This is an optimization exercise on Yosys and OpenROAD, whose aim is small area, a short achievable clock period and few clock cycles, not a production implementation.
At most, simulation tests tie the RTL to the original design; equivalence was not proved.
The RTL of run 2 was laid out without a check of its function.

## flow/design.v (module list and top-level ports; edited modules follow where they fit)
// module dsp_27x27s_arbiter: 1992 lines
// module dsp_x2: 3 lines
// module dsp_mx: 3 lines
// module dsp_fa: 4 lines
// module dsp_ha: 4 lines
// module dsp_fa1: 4 lines
// module dsp_ha1: 4 lines
module dsp_27x27s_arbiter (
  input  logic         clk,
  input  logic         aclr_n,
  input  logic [3:0]   req_valid,
  output logic [3:0]   req_ready,
  input  logic [107:0] req_ax,
  input  logic [107:0] req_ay,
  output logic         res_valid,
  input  logic         res_ready,
  output logic [1:0]   res_id,
  output logic [53:0]  res_data
);
  // ...
==> flow/flow/run.sh <==
#!/bin/bash
# Standard layout, with buf_1 cells as the port buffers.
set -euo pipefail
export BUFFER_PORTS_ARGS="-buffer_cell sky130_fd_sc_hd__buf_1"
bash standard.sh finish > standard_flow.log 2>&1
==> flow/standard.sh <==
#!/bin/bash
# synth_recipe.tcl (not shown) runs the flow's synth.tcl, then flattens the netlist and writes it again
# the make line also repeats each setting of config.mk as NAME=value (left out here)
make -C /OpenROAD-flow-scripts/flow DESIGN_CONFIG=/design/flow/config.mk WORK_HOME=/design/flow/orfs CLKGATE_MAP_FILE= SYNTH_SCRIPT=/design/flow/synth_recipe.tcl "${@:-finish}"
==> flow/config.mk <==
export PLATFORM = sky130hd
export DESIGN_NAME = dsp_27x27s_arbiter
export DESIGN_NICKNAME = dsp_27x27s_arbiter
export VERILOG_FILES = /design/flow/design.v
export SDC_FILE = /design/flow/constraint.sdc
export NUM_CORES = 4
export LEC_CHECK = 0
export CAP_MARGIN = 20
export CORE_MARGIN = 2
export CORE_UTILIZATION = 60
export CTS_BUF_LIST = sky130_fd_sc_hd__clkbuf_8 sky130_fd_sc_hd__clkbuf_16
export CTS_CLUSTER_DIAMETER = 70
export CTS_CLUSTER_SIZE = 22
export PLACE_DENSITY = 0.7
export SETUP_SLACK_MARGIN = 3.6
export SLEW_MARGIN = 20
export SYNTH_HIERARCHICAL = 1
==> flow/constraint.sdc <==
create_clock -name core_clock -period 7.3 [get_ports {clk}]
set_input_delay 1.4600 -clock core_clock [delete_from_list [all_inputs] [get_ports {clk}]]
set_output_delay 1.4600 -clock core_clock [all_outputs]
set_load 0.01 [all_outputs]
==> results.json, run 1 <==
{
  "fin_crit_ns": 3.69,
  "synth_most_common_cell": "xnor2_1",
  "netlist_area_mm2": 0.0261,
  "grt-busiest-layer": "met2",
  "htreeDepth": 1,
  "clk_latency_ns": 0.57,
  "dp.final_hpwl_um": 56300,
  "antenna_found_initial": 7,
  "setup_viol_count_final": 0,
  "path_cells": "buf_2 -> a22oi_2 -> nand4_4 -> nor2_2 -> buf_2",
  "dpl_cell_area_mm2": 0.0274,
  "synth_top_family_by_area": "adder cells",
  "cpPeakStageDelay_ns": 0.21,
  "critPathBufInv": 2,
  "die_area_mm2": 0.0451,
  "async_reset_ff_share_pct": 4.82,
  "place_congestion": 0.991,
  "wl_met3_um": 9940,
  "status": "complete, no violations",
  "crit_type": "input pin to output port",
  "diodes": 7,
  "wirelength_um": 83700,
  "ys_ff_latch": 249,
  "clkSlewWorstSetupHoldPaths_ns": 0.09,
  "min_period_over_period_pct": 50.5,
  "num-fill-cells": 3335,
  "endpoint_kind": "output port",
  "final_cell_mix": "xnor2_1, a22oi_1, fa_1",
  "fin_ws_ns": 3.61,
  "cp_max_fo": 7,
  "multi_input_area_mm2": 0.0183,
  "nClkBuffers": 25,
  "yosys.area.top_type_share_pct": 24.0,
  "multi_input_area_share_pct": 62.1,
  "seq_share_pct": 23.1,
  "cts_tree": "yes",
  "gr-usage-met2_pct": 57.9,
  "synthMuxAreaShare_pct": 0.389
}
Testbench counts, summed over its fixed seeds: cycles 5,494.
==> inputs of run 2 (changes only) <==
--- a/flow/design.v
+++ b/flow/design.v
@@ -14,17 +14,17 @@
   logic [3:0]  nxt_q;      
   logic        s1_v, s2_v;
   logic [1:0]  s1_id, s2_id;
   logic [26:0] s0_x;
   logic [13:0] s0_one, s0_two, s0_neg;
   logic [13:0] b_one, b_two, b_neg;
   logic [53:0] s1_a, s1_b, s2_p;
   logic [53:0] ra, rb, r3, s1_r3;
-  logic        rc, s1_c;
+  logic        rc;
   logic        en;
   logic [3:0]  msk_q;      
   logic [3:0]  msk_a, msk_b, msk_d;
   logic [3:0]  pa [4];
   logic [3:0]  pb [4];
   logic [3:0]  gnt;
   logic        any;
   logic [1:0]  nxt_id;
@@ -1946,18 +1946,18 @@
   logic m1462;
   logic m1463;
   dsp_fa u_1464 (.a(m1301), .b(m1303), .c(m1460), .s(m1462), .co(m1463));
   logic m1465;
   logic m1466;
   dsp_fa u_1467 (.a(m1304), .b(m1306), .c(m1463), .s(m1465), .co(m1466));
   assign ra = {m1448, m1447, m1444, m1441, m1438, m1435, m1432, m1429, m1424, m1421, m1418, m1415, m1414, m1409, m1406, m1403, m1400, m1397, m1394, m1391, m1241, m1238, m1237, m1234, m1231, m1373, m1370, m1222, m1364, m1361, m1358, m1355, m1352, m1349, m1346, m1343, m1340, m1337, m1334, m1331, m1328, m1325, m1322, m1319, m1316, m1313, m1310, m1307, m1465, m1462, m1459, m1456, m1453, m1450};
   assign rb = {m393, m1445, m1442, m1439, m1436, m1433, m1430, m1427, m1426, m1423, m1420, m1417, m1412, m1411, m1408, m1405, m1402, m1399, m1396, m1393, m1390, m1387, m1382, m1379, m1376, m1228, m1225, m1369, m1366, m1363, m1360, m1357, m1354, m1351, m1348, m1345, m1342, m1339, m1336, m1333, m1330, m1327, m1324, m1321, m1318, m1315, m1312, m1309, 1'b0, 1'b0, 1'b0, 1'b0, 1'b0, 1'b0};
-  assign rc = m1466;
-  assign r3 = {1'b0, 1'b0, 1'b0, 1'b0, 1'b0, 1'b0, 1'b0, 1'b0, 1'b0, 1'b0, 1'b0, 1'b0, 1'b0, 1'b0, 1'b0, 1'b0, 1'b0, 1'b0, 1'b0, 1'b0, m1388, m1385, m1384, m1381, m1378, m1375, m1372, m1367, 1'b0, 1'b0, 1'b0, 1'b0, 1'b0, 1'b0, 1'b0, 1'b0, 1'b0, 1'b0, 1'b0, 1'b0, 1'b0, 1'b0, 1'b0, 1'b0, 1'b0, 1'b0, 1'b0, 1'b0, 1'b0, 1'b0, 1'b0, 1'b0, 1'b0, 1'b0};
+  assign rc = 1'b0;
+  assign r3 = {1'b0, 1'b0, 1'b0, 1'b0, 1'b0, 1'b0, 1'b0, 1'b0, 1'b0, 1'b0, 1'b0, 1'b0, 1'b0, 1'b0, 1'b0, 1'b0, 1'b0, 1'b0, 1'b0, 1'b0, m1388, m1385, m1384, m1381, m1378, m1375, m1372, m1367, 1'b0, 1'b0, 1'b0, 1'b0, 1'b0, 1'b0, 1'b0, 1'b0, 1'b0, 1'b0, 1'b0, 1'b0, 1'b0, 1'b0, 1'b0, 1'b0, 1'b0, 1'b0, 1'b0, m1466, 1'b0, 1'b0, 1'b0, 1'b0, 1'b0, 1'b0};
   always_ff @(posedge clk or negedge aclr_n) begin
     if (!aclr_n) begin
       ptr_q <= 2'd0;
       nxt_q <= 4'd0;
       msk_q <= 4'd0;
       s1_v  <= 1'b0;
       s2_v  <= 1'b0;
     end else begin
@@ -1974,19 +1974,18 @@
     s0_x   <= sel_x;
     s0_one <= b_one;
     s0_two <= b_two;
     s0_neg <= b_neg;
     if (en) begin
       s1_a  <= ra;
       s1_b  <= rb;
       s1_r3 <= r3;
-      s1_c  <= rc;
       s1_id <= nxt_id;
-      s2_p[53:6] <= s1_a[53:6] + s1_b[53:6] + s1_r3[53:6] + 54'(s1_c);
+      s2_p[53:6] <= s1_a[53:6] + s1_b[53:6] + s1_r3[53:6];
       s2_p[5:0] <= s1_a[5:0];
       s2_id <= s1_id;
     end
   end
   assign res_valid = s2_v;
   assign res_id    = s2_id;
   assign res_data  = s2_p;
 endmodule
==> flow/config.mk (replaced) <==
export PLATFORM = sky130hd
export DESIGN_NAME = dsp_27x27s_arbiter
export DESIGN_NICKNAME = dsp_27x27s_arbiter
export VERILOG_FILES = /design/flow/design.v
export SDC_FILE = /design/flow/constraint.sdc
export NUM_CORES = 4
export LEC_CHECK = 0
export CAP_MARGIN = 20
export CORE_MARGIN = 2
export CORE_UTILIZATION = 65
export CTS_BUF_LIST = sky130_fd_sc_hd__clkbuf_4 sky130_fd_sc_hd__clkbuf_8
export PLACE_DENSITY = 0.75
export SETUP_SLACK_MARGIN = 3.6
export SLEW_MARGIN = 20
export SYNTH_HIERARCHICAL = 1
==> results.json, run 2 <==
{
  "status": "complete, no violations",
  "netlist_area_mm2": 0.0259,
  "htreeDepth": 2,
  "hold_path.class": "flip-flop to flip-flop",
  "yosys.area.top_type_share_pct": 24.1,
  "cap_violations": 0,
  "endpoint_kind": "flip-flop",
  "synth_edf_count": 169,
  "drive_gt1_share_pct": 15.5,
  "clkSlewWorstSetupHoldPaths_ns": 0.06,
  "viasPerCell": 6.97,
  "synth_cells": 2374,
  "yosys.area.top_type": "fa_1",
  "drt_iter0_markers": 3163,
  "port_buffers": 283,
  "timing.final.max_slew_violations": 0,
  "setup_tns_ns": 0,
  "dp.final_hpwl_um": 57300,
  "synth.yosys.seq_area_share_pct": 26.0,
  "setup_viol_count_final": 0,
  "timing.hold.ws_ns": 0.420,
  "grt_usage_pct": 41.6,
  "ff2ff_setup_slack_ns": 3.59,
  "dr.pass1.iters": 9,
  "yosys_warnings": 9,
  "synth_ff_type": "edfxtp_1",
  "cts_tree": "yes",
  "wirelength_um": 91100,
  "clock-root-buffer": "clkbuf_8",
  "clk_latency_ns": 0.63,
  "synth_fp_nets": 3052,
  "antenna_found_initial": 9,
  "cp-start-kind": "flip-flop",
  "relSlewSlack_pct": 37.6,
  "cts.sinks": 249,
  "r2r_start": "s0_neg[5]",
  "fin_crit_ns": 3.71,
  "die_h_um": 204,
  "coreArea_mm2": 0.0395,
  "rr_endpoint": "s1_b[23]",
  "rsz0062_at_grt": "true",
  "via_count": 22000,
  "yosys-top-cells-area": "fa_1, edfxtp_1, xnor2_1, a22oi_1, ha_1",
  "synth_common_cells": "a22oi_1, xnor2_1, fa_1",
  "drc": 0,
  "finalHoldViolCount": 0,
  "layout_commonest_cell": "xnor2_1",
  "crit_arrival_ns": 4.04,
  "avgRoutedWirePerCell_um": 28.8,
  "numCtsBuffers": 45,
  "num_io_pins": 284,
  "cts_buffer_depth": 3,
  "place_congestion": 1.02,
  "grt_max_degree": 71,
  "min_period_over_period_pct": 50.8,
  "grt_pass1_vias": 22200,
  "final_cell_mix": "xnor2_1, a22oi_1, fa_1",
  "crit_type": "flip-flop to flip-flop",
  "final_antenna_net_count": 0,
  "ys_ff_latch": 249,
  "tightest_slew_ns": 0.935,
  "start_util_pct": 65.4,
  "overflow": 0,
  "reg_top3": "s1_a x54, s2_p x54, s1_b x48",
  "synth.avg_cell_area_um2": 10.9,
  "fmax_mhz": 269,
  "syn2layout_area_growth_pct": 18.4,
  "synth_cell_types": 66,
  "cp_max_fo": 29,
  "ctsHoldBuffers": 0,
  "grt_first_pass_wirelength_um": 129000,
  "cp.required_ns": 7.63,
  "endpoint": "s1_b[23]",
  "rows": 73,
  "reg2regPathDepth": 7,
  "nNetsFinal": 3270,
  "die_w_um": 204,
  "setup.worst_path.start": "s0_neg[5]",
  "num-fill-cells": 2533,
  "fin_skew_ns": 0.0314,
  "die_area_mm2": 0.0414,
  "async_reset_ff_share_pct": 4.82,
  "synth_most_common_cell": "a22oi_1"
}
-- run 2: changes by cell type after synthesis, moves of 6 or more --
cell | previous run | this run
and3_1 | 3 | 9
a22o_1 | 53 | 0
o21ai_1 | 14 | 0
xnor2_1 | 408 | 414
o22ai_1 | 8 | 18
xor2_1 | 42 | 34
a22oi_1 | 340 | 448
nand3_1 | 9 | 28
nand2_1 | 111 | 138
nor2_1 | 44 | 27
a221o_1 | 48 | 1
-- run 2: layer usage --
layer	global-route usage (%)	routed length, µm	up-vias	share of wire, %
li1	-	-	8912	-
met1	51.6	30900	10700	34
met2	65.1	40400	1894	44
met3	12.9	13100	529	14
met4	23.4	6610	4	7.3
met5	0	47	-	0.052
-- run 2: worst min-delay path by stage --
stage                     startpoint  endpoint  slack, ns  cells after the start
after global routing         s1_a[3]   s2_p[3]       0.44                      0
after global placement      s1_id[0]  s2_id[0]       0.40                      0
final                        s1_a[2]   s2_p[2]       0.42                      0
after CTS                    s1_a[3]   s2_p[3]       0.42                      0
after detailed placement     s1_a[3]   s2_p[3]       0.41                      0
after floorplan             s1_id[0]  s2_id[0]       0.40                      0
-- run 2: area by class of cell --
cell class	count	area (µm²)	share of cell area [%]
clock buffers	56	708	2.31
repair buffers	407	3200	10.5
flip-flops and latches	249	6830	22.3
multi-input cells	1817	18700	61.0
clock inverters	24	269	0.878
inverters	72	270	0.882
diodes	8	20.0	0.0653
well taps	525	657	2.14
-- run 2: per-stage QoR --
stage               util [%]  instance area [µm²]  worst slack, ns  instances
detailed placement      70.3                27800             2.43       3019
floorplan                  -                26700             2.51       2374
global placement        70.3                27800             2.51       3019
CTS                     74.1                29300             3.56       3108
finish                  77.5                30600             3.59       3158
global route            77.5                30600             3.52       3158
-- run 2: modules after synthesis (local to each module, per instance) --
module | cell area [µm²] | copies in the design
dsp_27x27s_arbiter | 19000 | 1
dsp_fa1 | 27.5 | 7
dsp_fa | 20.0 | 302
dsp_ha | 12.5 | 44
dsp_ha1 | 11.3 | 5
-- run 2: logic make-up (layout without fill, tap and decap cells) --
logic type / after synthesis / in the layout / synth area share, %
buffers and inverters: 310 / 559 / 4.74
DFF: 249 / 249 / 26.0
xor gates and xnor gates: 448 / 448 / 15.2
and+or+nand+nor: 252 / 254 / 4.43
AOI/OAI and AO/OA: 655 / 655 / 18.2
adders and majority gates: 455 / 455 / 31.0
other: 0 / 8 / 0
muxes: 5 / 5 / 0.392
-- run 2: what timing repair did --
action | 4_1_cts | 5_1_grt
pin swaps | 7 | 25
endpoints found under the setup margin | 132 | 57
hold endpoints to repair | 0 | 0
gates cloned | 6 | 21
buffers inserted | 3 | 21
resized for setup | 105 | 179
-- run 2: worst max-delay path, stage by stage, from the launching register on --
cell	delay, ns
dfxtp_1	0.34
buf_6	0.40
xnor2_1	0.19
fa_1	0.61
fa_1	0.44
fa_1	0.41
fa_1	0.54
fa_1	0.48

## afterwards: timing with drivers on the ports
The flow's constraints put no driver on any port. The routed layouts listed below were extracted and timed again, unchanged, in two steps.
Step 1 (the two cells are an assumption about what drives the block):
set clk [get_ports {clk}]
set_driving_cell -lib_cell sky130_fd_sc_hd__clkbuf_16 $clk
set_driving_cell -lib_cell sky130_fd_sc_hd__buf_2 [delete_from_list [all_inputs] $clk]
Step 2 also shifts input and output timing later by t, the mid clock arrival at the registers, as if the neighbouring blocks saw the same clock.
a / b / c = no drivers / after step 1 / after step 2; a / b = the first two.
| run | shift t [ns] | slack for setup (ns) | clock arrival spread, ns |
|---|---|---|---|
| run 1 | 0.621 | 3.614 / 3.575 / 3.198 | 0.032 / 0.032 |
| run 2 | 0.669 | 3.589 / 3.528 / 3.108 | 0.032 / 0.032 |
After both steps setup and hold are still met in every run listed. The setup slack of run 2, which loses most, moves by -0.061 ns with the drivers and by -0.481 ns with both steps.
